Context: an optimization exercise on an open-source flow, tuned for small area, a short achievable clock period and few clock cycles per item. The choices shown serve that exercise and are no tape-out recipe.
No functional check of the RTL was part of any run shown here.
Power is estimated from default activity; no workload was simulated.

--- design/flow/config.mk ---
export PLATFORM = sky130hd
export DESIGN_NAME = systolic_array_nxn
export DESIGN_NICKNAME = systolic_array_nxn
export VERILOG_FILES = /design/flow/design.v
export SDC_FILE = /design/flow/constraint.sdc
export NUM_CORES = 4
export LEC_CHECK = 0
export CAP_MARGIN = 20
export CORE_MARGIN = 2
export CORE_UTILIZATION = 40
export SLEW_MARGIN = 20
export SYNTH_HIERARCHICAL = 1
export SYNTH_MINIMUM_KEEP_SIZE = 0
--- design/flow/constraint.sdc ---
create_clock -name core_clock -period 6.0 [get_ports {clk}]
set_input_delay 1.2000 -clock core_clock [delete_from_list [all_inputs] [get_ports {clk}]]
set_output_delay 1.2000 -clock core_clock [all_outputs]
set_load 0.01 [all_outputs]
--- design/flow/design.v ---
module systolic_array_nxn #(
    parameter int unsigned N      = 4,
    parameter int unsigned DATA_W = 8,
    parameter int unsigned K_MAX  = 16,
    parameter int unsigned ACC_W  = 20,
    localparam int unsigned KW    = $clog2(K_MAX + 1)
) (
    input  logic                   clk,
    input  logic                   rst,
    input  logic                   enable,
    input  logic                   start,
    input  logic [KW-1:0]          k_len,
    input  logic                   in_valid,
    input  logic [N*DATA_W-1:0]    a_col,
    input  logic [N*DATA_W-1:0]    b_row,
    input  logic                   out_ready,
    output logic                   busy,
    output logic                   in_ready,
    output logic                   out_valid,
    output logic [N*N*ACC_W-1:0]   c_flat,
    output logic                   ovf
);
    localparam int unsigned PW = 27;    
    localparam logic [1:0] StIdle  = 2'd0;
    localparam logic [1:0] StFeed  = 2'd1;
    localparam logic [1:0] StFlush = 2'd2;
    localparam logic [1:0] StDone  = 2'd3;
    logic [1:0]        state_q, state_d;
    logic [KW-1:0]     rem_q, rem_d;
    logic              busy_q, rdy_q, out_valid_q, idle_q;
    logic              nv_q;                
    logic [PW-1:0]     np_q  [N][N];        
    logic [ACC_W-1:0]  acc_q [N][N];
    logic accept;
    assign in_ready = rdy_q & enable;
    assign accept   = in_valid & in_ready;
    always_ff @(posedge clk or posedge rst) begin
        if (rst) nv_q <= 1'b1;
        else     nv_q <= ~accept;
    end
    for (genvar i = 0; i < N; i++) begin : g_row
        for (genvar j = 0; j < N; j++) begin : g_col
            logic [PW-1:0]    np_d;
            logic [ACC_W-1:0] nsum;    
            prod_tree u_prod (
                .a  (a_col[i*DATA_W +: DATA_W]),
                .b  (b_row[j*DATA_W +: DATA_W]),
                .np (np_d)
            );
            always_ff @(posedge clk) np_q[i][j] <= np_d;
            acc_add u_acc (
                .acc (acc_q[i][j]),
                .p   (~(np_q[i][j] | {PW{nv_q}})),
                .ns  (nsum)
            );
            always_ff @(posedge clk) acc_q[i][j] <= ~(nsum | {ACC_W{idle_q}});
        end
    end
    always_comb begin
        state_d = state_q;
        rem_d   = rem_q;
        case (state_q)
            StIdle: begin
                if (start) begin
                    rem_d   = k_len;
                    state_d = (k_len == '0) ? StDone : StFeed;
                end
            end
            StFeed: begin
                if (accept) begin
                    rem_d = rem_q - KW'(1);
                    if (rem_q == KW'(1)) state_d = StFlush;
                end
            end
            StFlush: state_d = StDone;
            StDone: begin
                if (out_ready) state_d = StIdle;
            end
            default: state_d = StIdle;
        endcase
    end
    always_ff @(posedge clk or posedge rst) begin
        if (rst) begin
            state_q     <= StIdle;
            rem_q       <= '0;
            busy_q      <= 1'b0;
            rdy_q       <= 1'b0;
            out_valid_q <= 1'b0;
            idle_q      <= 1'b1;
        end else if (enable) begin
            state_q     <= state_d;
            rem_q       <= rem_d;
            busy_q      <= (state_d != StIdle);
            rdy_q       <= (state_d == StFeed);
            out_valid_q <= (state_d == StDone);
            idle_q      <= (state_d == StIdle);
        end
    end
    always_comb begin
        for (int i = 0; i < N; i++) begin
            for (int j = 0; j < N; j++) begin
                c_flat[(i*N+j)*ACC_W +: ACC_W] = acc_q[i][j];
            end
        end
    end
    assign busy      = busy_q;
    assign out_valid = out_valid_q;
    assign ovf       = 1'b0;
endmodule
module prod_tree (
    input  logic [7:0] a,
    input  logic [7:0] b,
    output logic [26:0] np
);
    logic n2, n3, n4, n5, n6, n7, n8, n9, n10, n11, n12, n13, n14, n15, n16, n17, n18, n19, n20, n21, n22, n23, n24, n25, n26, n27, n28, n29, n30, n31, n32, n33, n34, n35, n36, n37, n38, n39, n40, n41, n42, n43, n44, n45, n46, n47, n48, n49, n50, n51, n52, n53, n54, n55, n56, n57, n58, n59, n60, n61, n62, n63, n65, n66, n67, n68, n69, n70, n71, n72, n73, n74, n75, n76, n77, n78, n79, n80, n81, n82, n83, n84, n85, n86, n87, n88, n89, n90, n91, n92, n93, n94, n95, n96, n97, n98, n99, n100, n101, n102, n103, n104, n105, n106, n107, n108, n109, n110, n111, n112, n113, n114, n115, n116, n117, n118, n119, n120, n121, n122, n123, n124, n125, n126, n127, n150, n152;
    assign np[0] = ~(a[0] & b[0]);
    assign n2 = ~(a[0] & b[1]);
    assign n3 = ~(a[0] & b[2]);
    assign n4 = ~(a[0] & b[3]);
    assign n5 = ~(a[0] & b[4]);
    assign n6 = ~(a[0] & b[5]);
    assign n7 = ~(a[0] & b[6]);
    assign n8 = ~(a[0] & b[7]);
    assign n9 = ~(a[1] & b[0]);
    assign n10 = ~(a[1] & b[1]);
    assign n11 = ~(a[1] & b[2]);
    assign n12 = ~(a[1] & b[3]);
    assign n13 = ~(a[1] & b[4]);
    assign n14 = ~(a[1] & b[5]);
    assign n15 = ~(a[1] & b[6]);
    assign n16 = ~(a[1] & b[7]);
    assign n17 = ~(a[2] & b[0]);
    assign n18 = ~(a[2] & b[1]);
    assign n19 = ~(a[2] & b[2]);
    assign n20 = ~(a[2] & b[3]);
    assign n21 = ~(a[2] & b[4]);
    assign n22 = ~(a[2] & b[5]);
    assign n23 = ~(a[2] & b[6]);
    assign n24 = ~(a[2] & b[7]);
    assign n25 = ~(a[3] & b[0]);
    assign n26 = ~(a[3] & b[1]);
    assign n27 = ~(a[3] & b[2]);
    assign n28 = ~(a[3] & b[3]);
    assign n29 = ~(a[3] & b[4]);
    assign n30 = ~(a[3] & b[5]);
    assign n31 = ~(a[3] & b[6]);
    assign n32 = ~(a[3] & b[7]);
    assign n33 = ~(a[4] & b[0]);
    assign n34 = ~(a[4] & b[1]);
    assign n35 = ~(a[4] & b[2]);
    assign n36 = ~(a[4] & b[3]);
    assign n37 = ~(a[4] & b[4]);
    assign n38 = ~(a[4] & b[5]);
    assign n39 = ~(a[4] & b[6]);
    assign n40 = ~(a[4] & b[7]);
    assign n41 = ~(a[5] & b[0]);
    assign n42 = ~(a[5] & b[1]);
    assign n43 = ~(a[5] & b[2]);
    assign n44 = ~(a[5] & b[3]);
    assign n45 = ~(a[5] & b[4]);
    assign n46 = ~(a[5] & b[5]);
    assign n47 = ~(a[5] & b[6]);
    assign n48 = ~(a[5] & b[7]);
    assign n49 = ~(a[6] & b[0]);
    assign n50 = ~(a[6] & b[1]);
    assign n51 = ~(a[6] & b[2]);
    assign n52 = ~(a[6] & b[3]);
    assign n53 = ~(a[6] & b[4]);
    assign n54 = ~(a[6] & b[5]);
    assign n55 = ~(a[6] & b[6]);
    assign n56 = ~(a[6] & b[7]);
    assign n57 = ~(a[7] & b[0]);
    assign n58 = ~(a[7] & b[1]);
    assign n59 = ~(a[7] & b[2]);
    assign n60 = ~(a[7] & b[3]);
    assign n61 = ~(a[7] & b[4]);
    assign n62 = ~(a[7] & b[5]);
    assign n63 = ~(a[7] & b[6]);
    assign np[25] = ~(a[7] & b[7]);
    assign n65 = ~(n14 ^ n21);
    assign n66 = n14 | n21;
    fa u68 (.x(n15), .y(n22), .z(n29), .s(n67), .co(n68));
    assign n69 = ~(n36 ^ n43);
    assign n70 = n36 | n43;
    fa u72 (.x(n16), .y(n23), .z(n30), .s(n71), .co(n72));
    assign n73 = ~(n37 ^ n44);
    assign n74 = n37 | n44;
    fa u76 (.x(n24), .y(n31), .z(n38), .s(n75), .co(n76));
    assign n77 = ~(n12 ^ n19);
    assign n78 = n12 | n19;
    fa u80 (.x(n13), .y(n20), .z(n27), .s(n79), .co(n80));
    assign n81 = ~(n34 ^ n41);
    assign n82 = n34 | n41;
    fa u84 (.x(n28), .y(n35), .z(n42), .s(n83), .co(n84));
    fa u86 (.x(n49), .y(n7), .z(n65), .s(n85), .co(n86));
    fa u88 (.x(n50), .y(n57), .z(n8), .s(n87), .co(n88));
    fa u90 (.x(n66), .y(n69), .z(n67), .s(n89), .co(n90));
    fa u92 (.x(n51), .y(n58), .z(n70), .s(n91), .co(n92));
    fa u94 (.x(n73), .y(n68), .z(n71), .s(n93), .co(n94));
    fa u96 (.x(n45), .y(n52), .z(n59), .s(n95), .co(n96));
    fa u98 (.x(n74), .y(n72), .z(n75), .s(n97), .co(n98));
    fa u100 (.x(n32), .y(n39), .z(n46), .s(n99), .co(n100));
    fa u102 (.x(n53), .y(n60), .z(n76), .s(n101), .co(n102));
    fa u104 (.x(n40), .y(n47), .z(n54), .s(n103), .co(n104));
    assign n105 = ~(n11 ^ n18);
    assign n106 = n11 | n18;
    fa u108 (.x(n26), .y(n33), .z(n5), .s(n107), .co(n108));
    fa u110 (.x(n6), .y(n78), .z(n81), .s(n109), .co(n110));
    fa u112 (.x(n82), .y(n80), .z(n83), .s(n111), .co(n112));
    fa u114 (.x(n84), .y(n87), .z(n86), .s(n113), .co(n114));
    fa u116 (.x(n88), .y(n91), .z(n90), .s(n115), .co(n116));
    fa u118 (.x(n95), .y(n92), .z(n94), .s(n117), .co(n118));
    fa u120 (.x(n96), .y(n99), .z(n101), .s(n119), .co(n120));
    fa u122 (.x(n61), .y(n100), .z(n103), .s(n121), .co(n122));
    fa u124 (.x(n48), .y(n55), .z(n62), .s(n123), .co(n124));
    assign n125 = ~(n10 ^ n17);
    assign n126 = n10 | n17;
    fa u128 (.x(n25), .y(n4), .z(n105), .s(n127), .co(np[4]));
    fa u130 (.x(n106), .y(n77), .z(n107), .s(np[5]), .co(np[7]));
    fa u132 (.x(n108), .y(n79), .z(n109), .s(np[8]), .co(np[9]));
    fa u134 (.x(n110), .y(n85), .z(n111), .s(np[10]), .co(np[11]));
    fa u136 (.x(n112), .y(n89), .z(n113), .s(np[12]), .co(np[13]));
    fa u138 (.x(n93), .y(n114), .z(n115), .s(np[14]), .co(np[15]));
    fa u140 (.x(n97), .y(n116), .z(n117), .s(np[16]), .co(np[17]));
    fa u142 (.x(n98), .y(n118), .z(n119), .s(np[18]), .co(np[19]));
    fa u144 (.x(n102), .y(n121), .z(n120), .s(np[20]), .co(np[22]));
    fa u146 (.x(n104), .y(n123), .z(n122), .s(np[21]), .co(np[24]));
    fa u148 (.x(n56), .y(n63), .z(n124), .s(np[23]), .co(np[26]));
    assign np[1] = ~(n2 ^ n9);
    assign n150 = n2 | n9;
    fa u152 (.x(n3), .y(n125), .z(n150), .s(np[2]), .co(n152));
    fa u154 (.x(n126), .y(n127), .z(n152), .s(np[3]), .co(np[6]));
endmodule
module acc_add (
    input  logic [19:0] acc,
    input  logic [26:0] p,
    output logic [19:0] ns
);
    logic n1, n2, n3, n4, n5, n6, n7, n8, n9, n10, n11, n12, n13, n14, n15, n16, n17, n18, n19, n20, n21, n22, n23, n24, n25, n26, n27, n28, n29, n30, n31, n32, n33, n34, n35, n36, n37, n38, n39, n40, n41, n42, n43, n44, n45, n46, n47, n48, n49, n50, n51, n52, n53, n54, n55, n56, n57, n58, n59, n60, n61, n62, n63, n64, n65, n66, n67, n68, n69, n70, n71, n72, n73, n74, n75, n76, n77, n78, n79, n80, n81, n82, n83, n84, n85, n86, n87, n88, n89, n90, n91, n92, n93, n94, n95, n96, n97, n98, n99, n100, n101, n102, n103, n104, n105, n106, n107, n108, n109, n110, n111, n112, n113, n114, n115, n116, n117, n118, n119, n120, n121, n122, n123, n124, n125, n126, n127, n128, n129, n130, n131, n132, n133, n134, n135, n136, n137, n138, n139, n140, n141, n142, n143, n144, n145, n146, n147, n148, n149, n150, n151, n152, n153, n154, n155, n156, n157, n158, n159, n160, n161, n162, n163, n164, n165, n166;
    assign n1 = acc[4] ^ p[4];
    assign n2 = acc[4] & p[4];
    assign n3 = acc[5] ^ p[7];
    assign n4 = acc[5] & p[7];
    assign n5 = acc[6] ^ p[10];
    assign n6 = acc[6] & p[10];
    assign n7 = acc[7] ^ p[11];
    assign n8 = acc[7] & p[11];
    assign n9 = acc[8] ^ p[13];
    assign n10 = acc[8] & p[13];
    assign n11 = acc[9] ^ p[15];
    assign n12 = acc[9] & p[15];
    assign n13 = acc[10] ^ p[17];
    assign n14 = acc[10] & p[17];
    assign n15 = acc[11] ^ p[19];
    assign n16 = acc[11] & p[19];
    assign n17 = acc[12] ^ p[21];
    assign n18 = acc[12] & p[21];
    assign n19 = acc[13] ^ p[23];
    assign n20 = acc[13] & p[23];
    assign n21 = acc[14] ^ p[25];
    assign n22 = acc[14] & p[25];
    assign n23 = p[5] ^ p[6];
    assign n24 = p[5] & p[6];
    fa u26 (.x(p[8]), .y(n2), .z(n3), .s(n25), .co(n26));
    fa u28 (.x(p[9]), .y(n4), .z(n5), .s(n27), .co(n28));
    fa u30 (.x(p[12]), .y(n6), .z(n7), .s(n29), .co(n30));
    fa u32 (.x(p[14]), .y(n8), .z(n9), .s(n31), .co(n32));
    fa u34 (.x(p[16]), .y(n10), .z(n11), .s(n33), .co(n34));
    fa u36 (.x(p[18]), .y(n12), .z(n13), .s(n35), .co(n36));
    fa u38 (.x(p[20]), .y(n14), .z(n15), .s(n37), .co(n38));
    fa u40 (.x(p[22]), .y(n16), .z(n17), .s(n39), .co(n40));
    fa u42 (.x(p[24]), .y(n18), .z(n19), .s(n41), .co(n42));
    fa u44 (.x(p[26]), .y(n20), .z(n21), .s(n43), .co(n44));
    assign n45 = acc[15] ^ n22;
    assign n46 = acc[15] & n22;
    assign n47 = acc[0] & p[0];
    assign n48 = acc[0] ^ p[0];
    assign n49 = acc[1] & p[1];
    assign n50 = acc[1] ^ p[1];
    assign n51 = acc[2] & p[2];
    assign n52 = acc[2] ^ p[2];
    assign n53 = acc[3] & p[3];
    assign n54 = acc[3] ^ p[3];
    assign n55 = n1 & n23;
    assign n56 = n1 ^ n23;
    assign n57 = n24 & n25;
    assign n58 = n24 ^ n25;
    assign n59 = n26 & n27;
    assign n60 = n26 ^ n27;
    assign n61 = n28 & n29;
    assign n62 = n28 ^ n29;
    assign n63 = n30 & n31;
    assign n64 = n30 ^ n31;
    assign n65 = n32 & n33;
    assign n66 = n32 ^ n33;
    assign n67 = n34 & n35;
    assign n68 = n34 ^ n35;
    assign n69 = n36 & n37;
    assign n70 = n36 ^ n37;
    assign n71 = n38 & n39;
    assign n72 = n38 ^ n39;
    assign n73 = n40 & n41;
    assign n74 = n40 ^ n41;
    assign n75 = n42 & n43;
    assign n76 = n42 ^ n43;
    assign n77 = n45 & n44;
    assign n78 = n45 ^ n44;
    assign n79 = acc[16] & n46;
    assign n80 = acc[16] ^ n46;
    assign n81 = acc[17] & 1'b0;
    assign n82 = acc[17] ^ 1'b0;
    assign n83 = acc[18] & 1'b0;
    assign n84 = acc[18] ^ 1'b0;
    assign n85 = acc[19] & 1'b0;
    assign n86 = acc[19] ^ 1'b0;
    assign n87 = n49 | (n50 & n47);
    assign n88 = n50 & n48;
    assign n89 = n53 | (n54 & n51);
    assign n90 = n54 & n52;
    assign n91 = n57 | (n58 & n55);
    assign n92 = n58 & n56;
    assign n93 = n61 | (n62 & n59);
    assign n94 = n62 & n60;
    assign n95 = n65 | (n66 & n63);
    assign n96 = n66 & n64;
    assign n97 = n69 | (n70 & n67);
    assign n98 = n70 & n68;
    assign n99 = n73 | (n74 & n71);
    assign n100 = n74 & n72;
    assign n101 = n77 | (n78 & n75);
    assign n102 = n78 & n76;
    assign n103 = n81 | (n82 & n79);
    assign n104 = n82 & n80;
    assign n105 = n85 | (n86 & n83);
    assign n106 = n86 & n84;
    assign n107 = n51 | (n52 & n87);
    assign n108 = n52 & n88;
    assign n109 = n89 | (n90 & n87);
    assign n110 = n90 & n88;
    assign n111 = n59 | (n60 & n91);
    assign n112 = n60 & n92;
    assign n113 = n93 | (n94 & n91);
    assign n114 = n94 & n92;
    assign n115 = n67 | (n68 & n95);
    assign n116 = n68 & n96;
    assign n117 = n97 | (n98 & n95);
    assign n118 = n98 & n96;
    assign n119 = n75 | (n76 & n99);
    assign n120 = n76 & n100;
    assign n121 = n101 | (n102 & n99);
    assign n122 = n102 & n100;
    assign n123 = n83 | (n84 & n103);
    assign n124 = n84 & n104;
    assign n125 = n105 | (n106 & n103);
    assign n126 = n106 & n104;
    assign n127 = n55 | (n56 & n109);
    assign n128 = n56 & n110;
    assign n129 = n91 | (n92 & n109);
    assign n130 = n92 & n110;
    assign n131 = n111 | (n112 & n109);
    assign n132 = n112 & n110;
    assign n133 = n113 | (n114 & n109);
    assign n134 = n114 & n110;
    assign n135 = n71 | (n72 & n117);
    assign n136 = n72 & n118;
    assign n137 = n99 | (n100 & n117);
    assign n138 = n100 & n118;
    assign n139 = n119 | (n120 & n117);
    assign n140 = n120 & n118;
    assign n141 = n121 | (n122 & n117);
    assign n142 = n122 & n118;
    assign n143 = n63 | (n64 & n133);
    assign n144 = n64 & n134;
    assign n145 = n95 | (n96 & n133);
    assign n146 = n96 & n134;
    assign n147 = n115 | (n116 & n133);
    assign n148 = n116 & n134;
    assign n149 = n117 | (n118 & n133);
    assign n150 = n118 & n134;
    assign n151 = n135 | (n136 & n133);
    assign n152 = n136 & n134;
    assign n153 = n137 | (n138 & n133);
    assign n154 = n138 & n134;
    assign n155 = n139 | (n140 & n133);
    assign n156 = n140 & n134;
    assign n157 = n141 | (n142 & n133);
    assign n158 = n142 & n134;
    assign n159 = n79 | (n80 & n157);
    assign n160 = n80 & n158;
    assign n161 = n103 | (n104 & n157);
    assign n162 = n104 & n158;
    assign n163 = n123 | (n124 & n157);
    assign n164 = n124 & n158;
    assign n165 = n125 | (n126 & n157);
    assign n166 = n126 & n158;
    assign ns[0] = ~n48;
    assign ns[1] = ~(n50 ^ n47);
    assign ns[2] = ~(n52 ^ n87);
    assign ns[3] = ~(n54 ^ n107);
    assign ns[4] = ~(n56 ^ n109);
    assign ns[5] = ~(n58 ^ n127);
    assign ns[6] = ~(n60 ^ n129);
    assign ns[7] = ~(n62 ^ n131);
    assign ns[8] = ~(n64 ^ n133);
    assign ns[9] = ~(n66 ^ n143);
    assign ns[10] = ~(n68 ^ n145);
    assign ns[11] = ~(n70 ^ n147);
    assign ns[12] = ~(n72 ^ n149);
    assign ns[13] = ~(n74 ^ n151);
    assign ns[14] = ~(n76 ^ n153);
    assign ns[15] = ~(n78 ^ n155);
    assign ns[16] = ~(n80 ^ n157);
    assign ns[17] = ~(n82 ^ n159);
    assign ns[18] = ~(n84 ^ n161);
    assign ns[19] = ~(n86 ^ n163);
endmodule
module fa (
    input  logic x,
    input  logic y,
    input  logic z,
    output logic s,
    output logic co
);
    assign s  = x ^ y ^ z;
    assign co = (x & y) | (x & z) | (y & z);
endmodule
--- design/flow/flow/run.sh ---
#!/bin/bash
# The standard layout, with every port buffered by the smallest buffer cell
# (sky130_fd_sc_hd__buf_1) instead of the one ORFS picks by default.
set -euo pipefail
bash standard.sh "BUFFER_PORTS_ARGS=-buffer_cell sky130_fd_sc_hd__buf_1" finish > standard_flow.log 2>&1
--- design/flow/standard.sh ---
#!/bin/bash
# synth_recipe.tcl (not shown) runs the flow's synth.tcl, then flattens the netlist and writes it again
# the make line also repeats each setting of config.mk as NAME=value (left out here)
make -C /OpenROAD-flow-scripts/flow DESIGN_CONFIG=/design/flow/config.mk WORK_HOME=/design/flow/orfs CLKGATE_MAP_FILE= SYNTH_SCRIPT=/design/flow/synth_recipe.tcl "${@:-finish}"
==> results.toml, run 1 <==
[sta]
final.setup.tns_ps = 0
min_period_ps = 4486
fmax_ghz = 0.2229
fin_crit_sh_pct = 74.77
drv_slew = 0
hold_viol_final = 0
rsz0062_at_grt = "no"
maxSlewHeadroom_pct = 23.88
fin_worst_skew_ps = 35.94
worst_slew_pin_slew_ps = 1142
finalSetupViolCount = 0

[final_layout]
layout_common_cells = "nand2_1 (837), fa_1 (832), nor2_1 (828), dfxtp_1 (752), ha_1 (594)"
num-fill-cells = 13149
syn_to_final_growth_pct = 12.77
drive_gt1_share_pct = 6.794
layout.nets = 7367
layout.cells.most_common = "nand2_1"

[place]
numPortBuffers = 397
gp_congestion = 0.8171
dp_hpwl_um = 108500

[floorplan]
num_rows = 136
core_um2 = 137800
ios = 399
fp.dieArea_um2 = 142300
dieHeight_um = 377.3
initial_core_util_pct = 40.43
die_w_um = 377.3

[drt]
route.detailed.drc = 0
wl_per_cell_um = 18.99
ant_nets = 0
wl_um = 147000
first_pass_iters = 5
vias = 38270
drt_iter0_markers = 2055
viasPerCell = 4.943

[synth]
synth_cell_type_count = 42
yosysSeqAreaShare_pct = 27.56
synth_nets = 6954
synth.avg_cell_area_um2 = 10.22
syn_inst = 5453
synth_enable_flop_cells = 0
yosys_warnings = 11
syn_area_um2 = 55730
synthFlopType = "dfxtp_1"
synthArstFlopShare_pct = 1.571
synth-seq-cells = 764

[clocking]
htreeDepth = 3
clkTransAtPathRegs_ps = 60
post-cts-setup-buffers = 0
postCtsResizedCells = 0
cts_tree = "done"
clock_path_buffers = 3
clock_latency_ps = 720
cts_root_buf = "clkbuf_16"
cts.sinks = 764
cts_buffers = 96
cts_hold_buf = 0

[power]
powerDensity_nw_per_um2 = 309.8
ir_drop_uv = 266.7
finalPower_uw = 19470
power_leakage_uw = 0.02758

[critical_path]
worstReg2RegStart = "nv_q"
cp-end-kind = "register"
r2r_slack_ps = 1510
worstSetupPathType = "reg2reg"
start_kind = "register"
critPathArrivalTime_ps = 5050
path_max_fanout = 60
worstSetupEndpoint = "acc_q[1][17]"
regToRegEndpoint = "acc_q[1][17]"
r2r.worst_path.cells = 13
required_ps = 6560
crit_start = "nv_q"

[grt]
grt_usage_pct = 21.20
grt_overflow = 0
grt_pass1_vias = 40366
grt_start_max_net_pins = 151
grt_first_pass_wirelength_um = 232200
antenna_found_initial = 9

[status]
status = "finished clean"

[min_path]
holdCritPathClass = "reg2reg"

[flow_run]
drv_cap = 0
per-module statistics from Yosys, one instance, submodules excluded:
| module | flip-flops and latches | cells | cell area (um2) |
|---|---|---|---|
| acc_add | 0 | 97 | 895.9 |
| prod_tree | 0 | 93 | 465.4 |
| systolic_array_nxn | 764 | 1661 | 18890 |
| fa | 0 | 1 | 20.02 |
synth_stat cells (32+ instances only):
| master | count | share of area [%] |
|---|---|---|
| xnor2_1 | 96 | 1.5 |
| ha_1 | 594 | 13 |
| and2_1 | 289 | 3.2 |
| a211oi_2 | 32 | 0.72 |
| fa_1 | 832 | 30 |
| inv_1 | 422 | 2.8 |
| xor2_1 | 112 | 1.8 |
| dfxtp_1 | 752 | 27 |
| nor2_1 | 828 | 5.6 |
| o211ai_1 | 32 | 0.43 |
| nand2_1 | 837 | 5.6 |
| clkbuf_1 | 49 | 0.33 |
| nand3_1 | 49 | 0.44 |
| o21ai_1 | 33 | 0.30 |
| a21o_1 | 66 | 0.89 |
| nor3_1 | 35 | 0.31 |
| buf_2 | 116 | 1.0 |
| a21oi_1 | 101 | 0.91 |
worst min path at each step:
stage,startpoint,endpoint,slack [ps],cells after the start
after detailed placement,busy_q,busy_q,470,1
after CTS,rst,rem_q[1],450,2
final,busy_q,busy_q,490,1
after global routing,rst,rem_q[1],490,2
after floorplan,rdy_q,nv_q,470,1
after global placement,out_valid_q,out_valid_q,470,1
metrics by stage:
stage | cell area, um2 | utilization, % | hold slack [ps] | setup slack (ps) | instances
final | 62840 | 45.59 | 490.0 | 1514 | 7742
after global routing | 62840 | 45.59 | 490.4 | 1232 | 7740
after CTS | 62840 | 45.59 | 452.7 | 1498 | 7740
after detailed placement | 59480 | 43.15 | 471.7 | 1500 | 7562
after global placement | 59470 | 43.15 | 470.5 | 1550 | 7562
after floorplan | 55730 | - | 466.0 | 2167 | 5453
registers in the layout, summed over array words and instances (netlist names):
signal       count
np_q           432
out_valid_q      1
idle_q           1
nv_q             1
busy_q           1
rem_q            5
state_q          2
rdy_q            1
acc_q          320
kinds of logic (layout without fill, tap and decap cells):
family                     count (synthesis)  in the layout  synth area share, %
DFF                                      764            764                27.56
buffers and inverters                    589           1082                4.248
and+or+nand+nor                         2075           2075                15.76
muxes                                      1              1              0.01796
other                                      1              3             0.006729
adders and majority gates               1426           1426                43.23
AOI/OAI and AO/OA                        389            389                5.914
xor gates and xnor gates                 208            208                3.269
layer usage:
| metal | wire [um] | vias up | track usage [%] |
|---|---|---|---|
| met5 | 0 | - | 0 |
| met4 | 4923 | 0 | 7.155 |
| met3 | 12510 | 187 | 5.623 |
| met1 | 64190 | 19042 | 28.32 |
| li1 | - | 18115 | - |
| met2 | 65400 | 926 | 33.28 |
critical path, stage by stage, from the launching register on:
cell and delay (ps):
dfstp_4 1140, buf_4 380, nor2_1 90, ha_1 300, fa_1 460, ha_1 350, o211ai_1 160, o211ai_2 330
a32oi_4 190, o21ai_1 210, inv_1 80, fa_1 380, xor2_1 170, nor2_1 50
layout make-up:
| class | count | area, um2 | area share [%] |
|---|---|---|---|
| Multi-Input combinational cell | 4100 | 38000 | 60.47 |
| Inverter | 422 | 1584 | 2.521 |
| Antenna cell | 2 | 5.005 | 0.007964 |
| Sequential cell | 764 | 15360 | 24.45 |
| Tap cell | 1794 | 2245 | 3.572 |
| Clock buffer | 132 | 2739 | 4.358 |
| Clock inverter | 46 | 623.1 | 0.9915 |
| Timing Repair Buffer | 482 | 2281 | 3.630 |
power by group:
group	internal (uW)	switching, uW	leakage [uW]	total, uW
clock	3720	2450	0.00165	6170
combinational	2510	3700	0.0196	6210
sequential	6380	711	0.00637	7090
total	12600	6860	0.0276	19500
==> run 2: changes to the inputs <==
==> design/flow/run.sh (new file) <==
#!/bin/bash
# synth_recipe.tcl (not shown) runs the flow's synth.tcl, then flattens the netlist and writes it again
# the make line also repeats each setting of config.mk as NAME=value (left out here)
make -C /OpenROAD-flow-scripts/flow DESIGN_CONFIG=/design/flow/config.mk WORK_HOME=/design/flow/orfs CLKGATE_MAP_FILE= SYNTH_SCRIPT=/design/flow/synth_recipe.tcl finish
removed: design/flow/flow/run.sh
removed: design/flow/standard.sh
==> run 2 against run 1 <==
  * Still clean on timing, DRC and antenna
  * Non-clock buffer count is 2 higher
  * Global-route usage grew 0.36 points
  * Clock-buffer cell count up 19
  * Synthesized cell count did not move
  * Synthesized area is the same
  * Fmax rose by 3.5%
  * Hold slack better by 1.6 ps
  * Combinational power is 7.7% higher
  * Core utilization is 1.6 points higher
  * Cell area increased by 3.5%
  * Power rose by 2.4%
  * Critical endpoint is now acc_q[4][17]
==> results.toml, run 2 <==
[grt]
grt_overflow = 0
grt_pass1_vias = 41256
grt_usage_pct = 21.56
antenna_found_initial = 9
grt_start_max_net_pins = 151
grt_first_pass_wirelength_um = 236900

[final_layout]
num-fill-cells = 12952
layout.cells.most_common = "nand2_1"
final_core_util_pct = 47.19
largest_reg_flops = 432
syn_to_final_growth_pct = 16.72
drive_gt1_share_pct = 6.757
regMostFlops = "np_q"
layout_common_cells = "nand2_1 (837), fa_1 (832), nor2_1 (828), dfxtp_1 (752), ha_1 (594)"
largest_registers = "np_q x432, acc_q x320, rem_q x5"
layout.nets = 7370

[drt]
wl_per_cell_um = 19.19
wl_um = 148600
ant_nets = 0
route.detailed.drc = 0
first_pass_iters = 5
drt_iter0_markers = 1890
vias = 38424
viasPerCell = 4.960

[floorplan]
core_um2 = 137800
fp.dieArea_um2 = 142300
num_rows = 136
dieHeight_um = 377.3
initial_core_util_pct = 40.43
die_w_um = 377.3
ios = 399

[critical_path]
path_max_fanout = 68
start_kind = "register"
required_ps = 6550
critPathArrivalTime_ps = 4880
cp-end-kind = "register"
worstSetupPathType = "reg2reg"

[min_path]
holdCritPathClass = "reg2reg"

[clocking]
clock_path_buffers = 3
cts_buffers = 97
cts_tree = "done"
htreeDepth = 3
post-cts-setup-buffers = 0
clkTransAtPathRegs_ps = 60
cts_hold_buf = 0
clock_latency_ps = 710
postCtsResizedCells = 0
cts_root_buf = "clkbuf_16"
cts.sinks = 764

[synth]
synth-seq-cells = 764
yosys.area.top_type = "fa_1"
synth_nets = 6954
synth_cell_type_count = 42
syn_area_um2 = 55730
synth_top_area_share_pct = 29.89
synthArstFlopShare_pct = 1.571
syn_inst = 5453
synth.avg_cell_area_um2 = 10.22
synthFlopType = "dfxtp_1"
synth_enable_flop_cells = 0
yosysSeqAreaShare_pct = 27.56
yosys-top-cells-area = "fa_1 (30%), dfxtp_1 (27%), ha_1 (13%)"
yosysMostFrequentCell = "nand2_1"
yosys_warnings = 11
synthTopCellsByCount = "nand2_1 (837), fa_1 (832), nor2_1 (828), dfxtp_1 (752), ha_1 (594)"

[place]
numPortBuffers = 397
dp_hpwl_um = 108700
gp_congestion = 0.8183

[power]
powerDensity_nw_per_um2 = 306.4
power_leakage_uw = 0.02838
ir_drop_uv = 211.9

[status]
status = "finished clean"

[sta]
rsz0062_at_grt = "no"
drv_slew = 0
hold_viol_final = 0
min_period_ps = 4334
fin_worst_skew_ps = 28.85
final.setup.tns_ps = 0
worst_slew_pin_slew_ps = 1114
maxSlewHeadroom_pct = 25.48
finalSetupViolCount = 0
fmax_ghz = 0.2307
fin_crit_sh_pct = 72.24

[flow_run]
drv_cap = 0
run 2: cell counts after synthesis:
Identical to the previous run, type by type.
run 2: cell type report:
| cell class | instances | area [um2] | area share [%] |
|---|---|---|---|
| multi-input combinational | 4100 | 38000 | 58.43 |
| clock inverter | 28 | 291.5 | 0.4482 |
| inverter | 422 | 1584 | 2.435 |
| timing repair buffer | 484 | 4509 | 6.933 |
| clock buffer | 151 | 3039 | 4.672 |
| tap | 1794 | 2245 | 3.451 |
| antenna | 3 | 7.507 | 0.01154 |
| sequential | 764 | 15360 | 23.62 |
run 2: where the power goes:
group / total (uW) / internal, uW / switching (uW)
logic: 6690 / 3050 / 3640
clock network: 6100 / 3680 / 2420
registers: 7140 / 6380 / 758
run 2: per-stage QoR:
| step | std cells | cell area [um2] | total power, uW | worst slack [ps] | hold WS (ps) |
|---|---|---|---|---|---|
| detailed placement | 7564 | 61730 | 14010 | 1188 | 480.9 |
| floorplan | 5453 | 55730 | 11340 | 2167 | 466.0 |
| global placement | 7564 | 61750 | 13850 | 1251 | 480.4 |
| CTS | 7743 | 65060 | 20270 | 1616 | 498.0 |
| global route | 7744 | 65040 | 21450 | 1399 | 519.3 |
| finish | 7746 | 65040 | 19930 | 1666 | 491.5 |
run 2: kinds of logic after synthesis:
logic type | after synthesis | synth area share, %
AOI/OAI and AO/OA | 389 | 5.914
xor gates and xnor gates | 208 | 3.269
adders and majority gates | 1426 | 43.23
buffers and inverters | 589 | 4.248
DFF | 764 | 27.56
muxes | 1 | 0.01796
other | 1 | 0.006729
and+or+nand+nor | 2075 | 15.76
run 2: path summary, 6_finish.rpt:
path,cells past startpoint,slack [ps],from,endpoint
max,13,1670,nv_q,acc_q[4][17]
min,1,490,out_valid_q,out_valid_q
max reg2reg,13,1670,nv_q,acc_q[4][17]
min reg2reg,1,490,out_valid_q,out_valid_q
max in group asynchronous,2,4840,rst,idle_q
min in group asynchronous,2,820,rst,state_q[0]
run 2: critical path, stage by stage (launching register included):
cell and delay, ps:
dfstp_4 960, buf_12 330, nor2_1 90, ha_1 310
fa_1 470, ha_1 350, o211ai_1 140, o211ai_2 370
a32oi_4 200, o21ai_1 220, inv_1 80, fa_1 380
xor2_1 170, nor2_1 50
run 2: Yosys stat by module, one instance, submodules excluded:
module              cell area, um2  flops+latches
prod_tree                    465.4              0
systolic_array_nxn           18890            764
fa                           20.02              0
acc_add                      895.9              0
run 2: layer usage:
metal  track usage, %  up-vias  part of all wire, %
li1                 -    18122                    -
met1            28.64    19251                   45
met2            35.07      836                   46
met3            4.603      215                  6.0
met4            6.868        0                  3.4
met5                0        -                    0

-- afterwards: timing with drivers on the ports --
In the flow no input, the clock included, has a driving cell. The finished layouts below were timed again as built, in two steps.
Step 1: set_driving_cell puts a clkbuf_16 on clk and a buf_2 on each other input, an assumption about the parent block.
Step 2 also shifts input and output timing later by t, the mid clock arrival at the registers, as if the neighbouring blocks saw the same clock.
a / b / c = ideal / step 1 / step 2; a / b = the first two.
run	t, ns	setup slack, ns	hold slack, ns	worst register clock-pin slew, ns	cell pins on the clock port's net
run 1	0.776	1.514 / 1.514 / 1.514	0.490 / 0.446 / 0.490	0.07 / 0.07	1
run 2	0.769	1.666 / 1.666 / 1.280	0.492 / 0.492 / 0.492	0.06 / 0.06	1
After both steps setup and hold are still met in every run listed. For run 2, which loses most, drivers alone change the setup slack by 0.000 ns; drivers and shift together by -0.386 ns.
